Context: an optimization exercise on an open-source flow, tuned for small area, a short achievable clock period and few clock cycles per item. The choices shown serve that exercise and are no tape-out recipe.
The RTL was checked by simulation tests, not by an equivalence proof against the original design.
Power figures rest on the tool's default switching activity, not on a simulated workload.

===== run.sh =====
#!/bin/bash
# synth_recipe.tcl (not shown) runs the flow's synth.tcl, then flattens the netlist and writes it again
# the make line also repeats each setting of config.mk as NAME=value (left out here)
make -C /OpenROAD-flow-scripts/flow DESIGN_CONFIG=/design/flow/config.mk WORK_HOME=/design/flow/orfs CLKGATE_MAP_FILE= SYNTH_SCRIPT=/design/flow/synth_recipe.tcl finish

===== config.mk =====
export PLATFORM = sky130hd
export DESIGN_NAME = crossbar
export DESIGN_NICKNAME = crossbar
export VERILOG_FILES = /design/flow/design.v
export SDC_FILE = /design/flow/constraint.sdc
export NUM_CORES = 4
export LEC_CHECK = 0
export CAP_MARGIN = 20
export CORE_MARGIN = 2
export CORE_UTILIZATION = 40
export SLEW_MARGIN = 20

===== constraint.sdc =====
create_clock -name core_clock -period 4.0 [get_ports {clk}]
set_input_delay 0.8000 -clock core_clock [delete_from_list [all_inputs] [get_ports {clk}]]
set_output_delay 0.8000 -clock core_clock [all_outputs]
set_load 0.01 [all_outputs]

===== design.v =====
`timescale 1ns/1ps
module crossbar_in_queue #(
	parameter int DEPTH = 4
) (
	input logic clk,
	input logic rst,
	input logic wr,
	input logic [8+32-1:0] din,
	output logic full,
	output logic empty,
	output logic [8+32-1:0] head,
	input logic pop
);
	localparam int PTR_W = (DEPTH > 1) ? $clog2(DEPTH) : 1;
	localparam int CNT_W = $clog2(DEPTH + 1);
	localparam int CELL_W = 8 + 32;
	logic [CELL_W-1:0] mem [DEPTH];
	logic [PTR_W-1:0] wr_ptr;
	logic [PTR_W-1:0] rd_ptr;
	logic [CNT_W-1:0] count;
	logic push;
	function automatic logic [PTR_W-1:0] next_ptr(input logic [PTR_W-1:0] ptr);
		if (ptr == PTR_W'(DEPTH - 1)) begin
			next_ptr = {PTR_W{1'b0}};
		end else begin
			next_ptr = ptr + 1'b1;
		end
	endfunction
	assign push = wr && !full;
	assign full = (count == CNT_W'(DEPTH));
	assign empty = (count == {CNT_W{1'b0}});
	assign head = mem[rd_ptr];
	always_ff @(posedge clk) begin
		if (push) begin
			mem[wr_ptr] <= din;
		end
	end
	always_ff @(posedge clk or negedge rst) begin
		if (!rst) begin
			wr_ptr <= {PTR_W{1'b0}};
		end else if (push) begin
			wr_ptr <= next_ptr(wr_ptr);
		end
	end
	always_ff @(posedge clk or negedge rst) begin
		if (!rst) begin
			rd_ptr <= {PTR_W{1'b0}};
		end else if (pop) begin
			rd_ptr <= next_ptr(rd_ptr);
		end
	end
	always_ff @(posedge clk or negedge rst) begin
		if (!rst) begin
			count <= {CNT_W{1'b0}};
		end else begin
			case ({push, pop})
				2'b10: count <= count + 1'b1;
				2'b01: count <= count - 1'b1;
				default: count <= count;
			endcase
		end
	end
endmodule
`timescale 1ns/1ps
module crossbar_arbiter (
	input logic [4*(8+32)-1:0] head,
	input logic [4-1:0] empty,
	output logic [4-1:0] pop,
	output logic [4*$clog2(4)-1:0] grant_dst
);
	localparam int PORTS = 4;
	localparam int IDX_W = $clog2(4);
	localparam int CELL_W = 8 + 32;
	logic [IDX_W-1:0] dst [PORTS];
	logic [PORTS-1:0] taken;
	always_comb begin
		for (int i = 0; i < PORTS; i++) begin
			dst[i] = head[i*CELL_W + 32 +: IDX_W];
		end
	end
	always_comb begin
		taken = {PORTS{1'b0}};
		for (int i = 0; i < PORTS; i++) begin
			pop[i] = 1'b0;
			grant_dst[i*IDX_W +: IDX_W] = dst[i];
			if (!empty[i] && !taken[dst[i]]) begin
				taken[dst[i]] = 1'b1;
				pop[i] = 1'b1;
			end
		end
	end
endmodule
`timescale 1ns/1ps
module crossbar_switch (
	input logic clk,
	input logic rst,
	input logic [4*(8+32)-1:0] head,
	input logic [4-1:0] pop,
	input logic [4*$clog2(4)-1:0] grant_dst,
	output logic [4-1:0] out_wr,
	output logic [4*(8+32)-1:0] out_cell
);
	localparam int PORTS = 4;
	localparam int IDX_W = $clog2(4);
	localparam int CELL_W = 8 + 32;
	logic [PORTS-1:0] hit;
	logic [CELL_W-1:0] sel [PORTS];
	always_comb begin
		for (int o = 0; o < PORTS; o++) begin
			hit[o] = 1'b0;
			sel[o] = {CELL_W{1'b0}};
			for (int i = 0; i < PORTS; i++) begin
				if (pop[i] && grant_dst[i*IDX_W +: IDX_W] == IDX_W'(o)) begin
					hit[o] = 1'b1;
					sel[o] = head[i*CELL_W +: CELL_W];
				end
			end
		end
	end
	always_ff @(posedge clk or negedge rst) begin
		if (!rst) begin
			out_wr <= {PORTS{1'b0}};
		end else begin
			out_wr <= hit;
		end
	end
	always_ff @(posedge clk or negedge rst) begin
		if (!rst) begin
			out_cell <= {PORTS*CELL_W{1'b0}};
		end else begin
			for (int o = 0; o < PORTS; o++) begin
				if (hit[o]) begin
					out_cell[o*CELL_W +: CELL_W] <= sel[o];
				end
			end
		end
	end
endmodule
`timescale 1ns/1ps
module crossbar (
	input logic clk,
	input logic rst,
	input logic in_valid0,
	input logic [8-1:0] in_ctl0,
	input logic [32-1:0] in_data0,
	output logic in_full0,
	input logic in_valid1,
	input logic [8-1:0] in_ctl1,
	input logic [32-1:0] in_data1,
	output logic in_full1,
	input logic in_valid2,
	input logic [8-1:0] in_ctl2,
	input logic [32-1:0] in_data2,
	output logic in_full2,
	input logic in_valid3,
	input logic [8-1:0] in_ctl3,
	input logic [32-1:0] in_data3,
	output logic in_full3,
	output logic out_wr0,
	output logic [8-1:0] out_ctl0,
	output logic [32-1:0] out_data0,
	output logic out_wr1,
	output logic [8-1:0] out_ctl1,
	output logic [32-1:0] out_data1,
	output logic out_wr2,
	output logic [8-1:0] out_ctl2,
	output logic [32-1:0] out_data2,
	output logic out_wr3,
	output logic [8-1:0] out_ctl3,
	output logic [32-1:0] out_data3
);
	localparam int PORTS = 4;
	localparam int IDX_W = $clog2(4);
	localparam int CELL_W = 8 + 32;
	logic [PORTS-1:0] in_wr;
	logic [PORTS*CELL_W-1:0] in_cell;
	logic [PORTS-1:0] in_full;
	logic [PORTS-1:0] out_wr;
	logic [PORTS*CELL_W-1:0] out_cell;
	logic [PORTS*CELL_W-1:0] head;
	logic [PORTS-1:0] empty;
	logic [PORTS-1:0] pop;
	logic [PORTS*IDX_W-1:0] grant_dst;
	assign in_wr[0] = in_valid0;
	assign in_cell[0*CELL_W +: CELL_W] = {in_ctl0, in_data0};
	assign in_full0 = in_full[0];
	assign in_wr[1] = in_valid1;
	assign in_cell[1*CELL_W +: CELL_W] = {in_ctl1, in_data1};
	assign in_full1 = in_full[1];
	assign in_wr[2] = in_valid2;
	assign in_cell[2*CELL_W +: CELL_W] = {in_ctl2, in_data2};
	assign in_full2 = in_full[2];
	assign in_wr[3] = in_valid3;
	assign in_cell[3*CELL_W +: CELL_W] = {in_ctl3, in_data3};
	assign in_full3 = in_full[3];
	assign out_wr0 = out_wr[0];
	assign {out_ctl0, out_data0} = out_cell[0*CELL_W +: CELL_W];
	assign out_wr1 = out_wr[1];
	assign {out_ctl1, out_data1} = out_cell[1*CELL_W +: CELL_W];
	assign out_wr2 = out_wr[2];
	assign {out_ctl2, out_data2} = out_cell[2*CELL_W +: CELL_W];
	assign out_wr3 = out_wr[3];
	assign {out_ctl3, out_data3} = out_cell[3*CELL_W +: CELL_W];
	for (genvar g = 0; g < PORTS; g++) begin : g_queue
		crossbar_in_queue #(
			.DEPTH(4)
		) u_queue (
			.clk(clk),
			.rst(rst),
			.wr(in_wr[g]),
			.din(in_cell[g*CELL_W +: CELL_W]),
			.full(in_full[g]),
			.empty(empty[g]),
			.head(head[g*CELL_W +: CELL_W]),
			.pop(pop[g])
		);
	end
	crossbar_arbiter u_arbiter (
		.head(head),
		.empty(empty),
		.pop(pop),
		.grant_dst(grant_dst)
	);
	crossbar_switch u_switch (
		.clk(clk),
		.rst(rst),
		.head(head),
		.pop(pop),
		.grant_dst(grant_dst),
		.out_wr(out_wr),
		.out_cell(out_cell)
	);
endmodule

==> metrics.md <==
| Metric | Value |
|---|---|
| Status | complete, no violations |
| Final period util | 87.7% |
| CTS root buf | clkbuf_16 |
| Final Setup Violations | 0 |
| Area post-placement | around 40000 um2 |
| CP Capture Type | register |
| Pwr/cell area | approximately 940 nW/um2 |
| Synth warn | 5 |
| WL per Instance | around 29 um |
| Die Y | between 300 and 400 um |
| Width of the die | 301 um |
| Fmax | 0.285 GHz |
| Placer Congestion | 0.875 |
| Vias per cell | approximately 5.8 |
| Footprint of the multi-input gates | 10400 um2 |
| Synthesized net count | between 2000 and 2500 |
| Asr flop ratio synth | 23.1% |
| Die area | 90500 um2 |
| Synthesized instance count | roughly 2300 |
| CTS Hold Bufs | 0 |
| Total Negative Setup Slacks | 0 ps |
| Clock transition at path regs | approximately 70 ps |
| Top FF cell, synth | edfxtp_1 |
| H-tree Lvls | 3 |
| # DRC | 0 |
| Post-synth EDFFs | 640 |
| Number of max-cap violations | 0 |
| Distinct cell type count after synthesis | between 50 and 60 |
| Number of global-route vias before repair | 22000 |
| Commonest non-fill, non-tap cell in the layout | edfxtp_1 |
| Register area | between 20000 and 25000 um2 |
| Maximum VDD drop | around 0.79 mV |
| Crit path time final | approximately 3500 ps |
| Filler instances | about 7300 |
| Total congestion overflow | 0 |
| Total track usage | 23.9% |
| Min setup slack post-route | 494 ps |
| First-pass DRT Iterations | 6 |
| Seq/Total Area, Yosys | ~68% |
| Initial antenna violation count | 13 |
| Avg Cell Area, Syn | between 15 and 20 um2 |
| Final net count | between 2000 and 3000 |
| IO Pins | about 330 |
| WP data required | roughly 4600 ps |
| Post-CTS setup buffer count | 0 |
| Placed insts | around 3700 |
| Area delta synth->final | 22.1% |
| Startpoint types | register |
| Design area | between 40000 and 50000 um2 |
| Later-pin clock latency in the skew report | 640 ps |
| CTS tree | yes |
| Synth Register Bits | about 830 |
| Core box area | 87000 um2 |
| Num rows | ~110 |
| Crit Path Class | register to register |
| Skew final | ~33 ps |
| Routed vias | about 22000 |
| DP HPWL | around 75000 um |
| Starting density of the core | approximately two fifths |
| CTS sink cnt | ~830 |
| Clock buffer depth | 3 |
| Routed Antenna Nets | 0 |
| Hold slack | ~220 ps |
| Post-CTS Resized | 0 |
| Pins Over Slew Limit | 0 |
| Layout Cells excl Fill | 3825 |
| Buffers on Ports | 333 |
| First-pass GRT wire length | approximately 160000 um |
| RSZ-0062 raised after global routing | no |
| Routed wire length | approximately 110000 um |
| Worst slew margin | 30.3% |
| Leakage power | 15.1 nW |
| Hold WC Path Type | input pin to asynchronous set/reset pin |
| Post-Place Worst Slack | between 500 and 600 ps |
| 1st-iter DRT viols | between 2000 and 3000 |
| Data arrival, critical path | between 4000 and 5000 ps |
| Largest net degree at the start of global routing | 96 |
| Cell area after synthesis | between 30000 and 40000 um2 |
| Slew @ Worst Pin | 1050 ps |
| CP max FO | 29 |
| Share of layout cells above drive strength 1 | roughly 17% |
| Most frequent cells in the layout | 640 x edfxtp_1, 332 x clkdlybuf4s50_1, 242 x nand2_1, 184 x dfrtp_1, 159 x mux4_2 |
| Clock buffer count from CTS | between 80 and 90 |
| Final hold vios | 0 |
[report_power, final]
part	leakage, nW	switching, W	internal (W)
clock	1.43	0.00333	0.00487
sequential	8.13	0.00158	0.0119
combinational	5.57	0.0115	0.00744
total	15.1	0.0164	0.0242
[cells by family (layout without fill, tap and decap cells)]
logic type	Yosys count	after routing	synth area share [%]
flip-flops	832	832	68.2
AO/OA/AOI/OAI	426	426	7.90
AND/OR/NAND/NOR	416	416	5.02
multiplexers	319	319	14.9
buffers and inverters	223	630	2.62
adder cells (fa/ha/maj)	28	28	1.08
XOR/XNOR	14	14	0.348
other	0	5	0
[worst paths after layout]
| path | cells past startpoint | slack (ps) | endpoint | start |
|---|---|---|---|---|
| worst max register to register | 11 | 490 | g_queue[1].u_queue.count[2]$_DFFE_PN0P_ | g_queue[0].u_queue.rd_ptr[1]$_DFFE_PN0N_ |
| max in group asynchronous | 2 | 2860 | u_switch.out_cell[77]$_DFFE_PN0P_ | rst |
| worst min-delay path | 1 | 220 | u_switch.out_cell[41]$_DFFE_PN0P_ | rst |
| min in group core_clock | 1 | 470 | u_switch.out_cell[113]$_DFFE_PN0P_ | u_switch.out_cell[113]$_DFFE_PN0P_ |
| worst max-delay path | 11 | 490 | g_queue[1].u_queue.count[2]$_DFFE_PN0P_ | g_queue[0].u_queue.rd_ptr[1]$_DFFE_PN0N_ |
| worst min register to register | 1 | 470 | u_switch.out_cell[113]$_DFFE_PN0P_ | u_switch.out_cell[113]$_DFFE_PN0P_ |
[metrics by stage]
stage | util (%) | total power (W)
floorplan | - | 0.0243
CTS | 49.4 | 0.0406
finish | 49.4 | 0.0406
global route | 49.4 | 0.0425
detailed placement | 46.1 | 0.0323
global placement | 46.1 | 0.0318
[cell usage after synthesis (3+ instances only)]
master | count | area share (%)
o21ai_1 | 10 | 0.14
and2_1 | 18 | 0.32
mux2i_1 | 116 | 3.3
o221ai_1 | 76 | 1.9
mux2_2 | 42 | 1.3
o22ai_1 | 4 | 0.071
or2_2 | 4 | 0.071
o21ai_0 | 112 | 1.6
ha_1 | 24 | 0.85
a22oi_1 | 40 | 0.85
a21oi_1 | 89 | 1.3
nor2b_1 | 8 | 0.14
a32oi_1 | 4 | 0.099
clkbuf_1 | 85 | 0.91
mux4_2 | 159 | 10
dfrtp_1 | 192 | 14
buf_6 | 4 | 0.13
inv_1 | 71 | 0.76
o22a_1 | 3 | 0.075
fa_1 | 4 | 0.23
nand2_1 | 244 | 2.6
a211oi_1 | 42 | 0.89
buf_1 | 24 | 0.26
nand2b_1 | 5 | 0.089
nor2_1 | 98 | 1.0
xnor2_1 | 6 | 0.15
xor2_1 | 8 | 0.20
or3_1 | 6 | 0.11
buf_4 | 4 | 0.085
edfxtp_1 | 640 | 55
buf_2 | 33 | 0.47
a31oi_1 | 3 | 0.053
nor3_1 | 10 | 0.14
and3_1 | 7 | 0.12
nand3b_1 | 7 | 0.15
o211ai_1 | 33 | 0.70
[final cells by class]
class	instances	area share, %
Antenna cell	5	0.0291
Clock buffer	118	5.68
Clock inverter	46	1.08
Inverter	73	0.637
Multi-Input combinational cell	1203	24.2
Sequential cell	832	55.9
Tap cell	1155	3.36
Timing Repair Buffer	393	9.12
[worst max-delay path, cell delays in order (launching register included)]
cell	delay, ps
dfrtp_2	510
buf_4	320
buf_4	470
mux4_2	440
xnor2_1	150
a31oi_1	360
ha_1	260
inv_1	60
fa_1	370
xor2_1	150
nor2_1	110
xor2_1	170
[sequential cells by signal, summed over array words and instances (netlist names)]
register and cells:
g_queue.u_queue.mem 640, g_queue.u_queue.wr_ptr 8, u_switch.out_wr 4, g_queue.u_queue.rd_ptr 8, u_switch.out_cell 160, g_queue.u_queue.count 12
[routing by layer]
metal  share of wire (%)  GRT usage [%]
met3                 9.2           4.96
met4                 3.1           8.29
met2                  48           38.2
met5               0.062              0
met1                  40           32.5
Testbench counts, summed over its fixed seeds: cycles 4,321, items 8,192.

-- afterwards: timing with drivers on the ports --
How much do the figures lean on ideal ports? The routed layout below was timed once more, with nothing changed but the port constraints. Step 1, drivers: a clkbuf_16 drives clk and a buf_2 each remaining input, both assumed. Step 2 times the ports against the registers' clock, not the clock port: input delays grow and output delays shrink by t, the midpoint of the rising clock arrivals with the driver on. Slacks: ideal / step 1 / step 2; pairs: ideal / step 1.
t (ns): 0.696
setup slack, ns: 0.494 / 0.494 / 0.494
clock arrival spread, ns: 0.033 / 0.034
pins driven straight from the clock port: 1
After both steps this run still meets setup and hold. For this run, drivers alone change the setup slack by 0.000 ns; drivers and shift together by 0.000 ns.
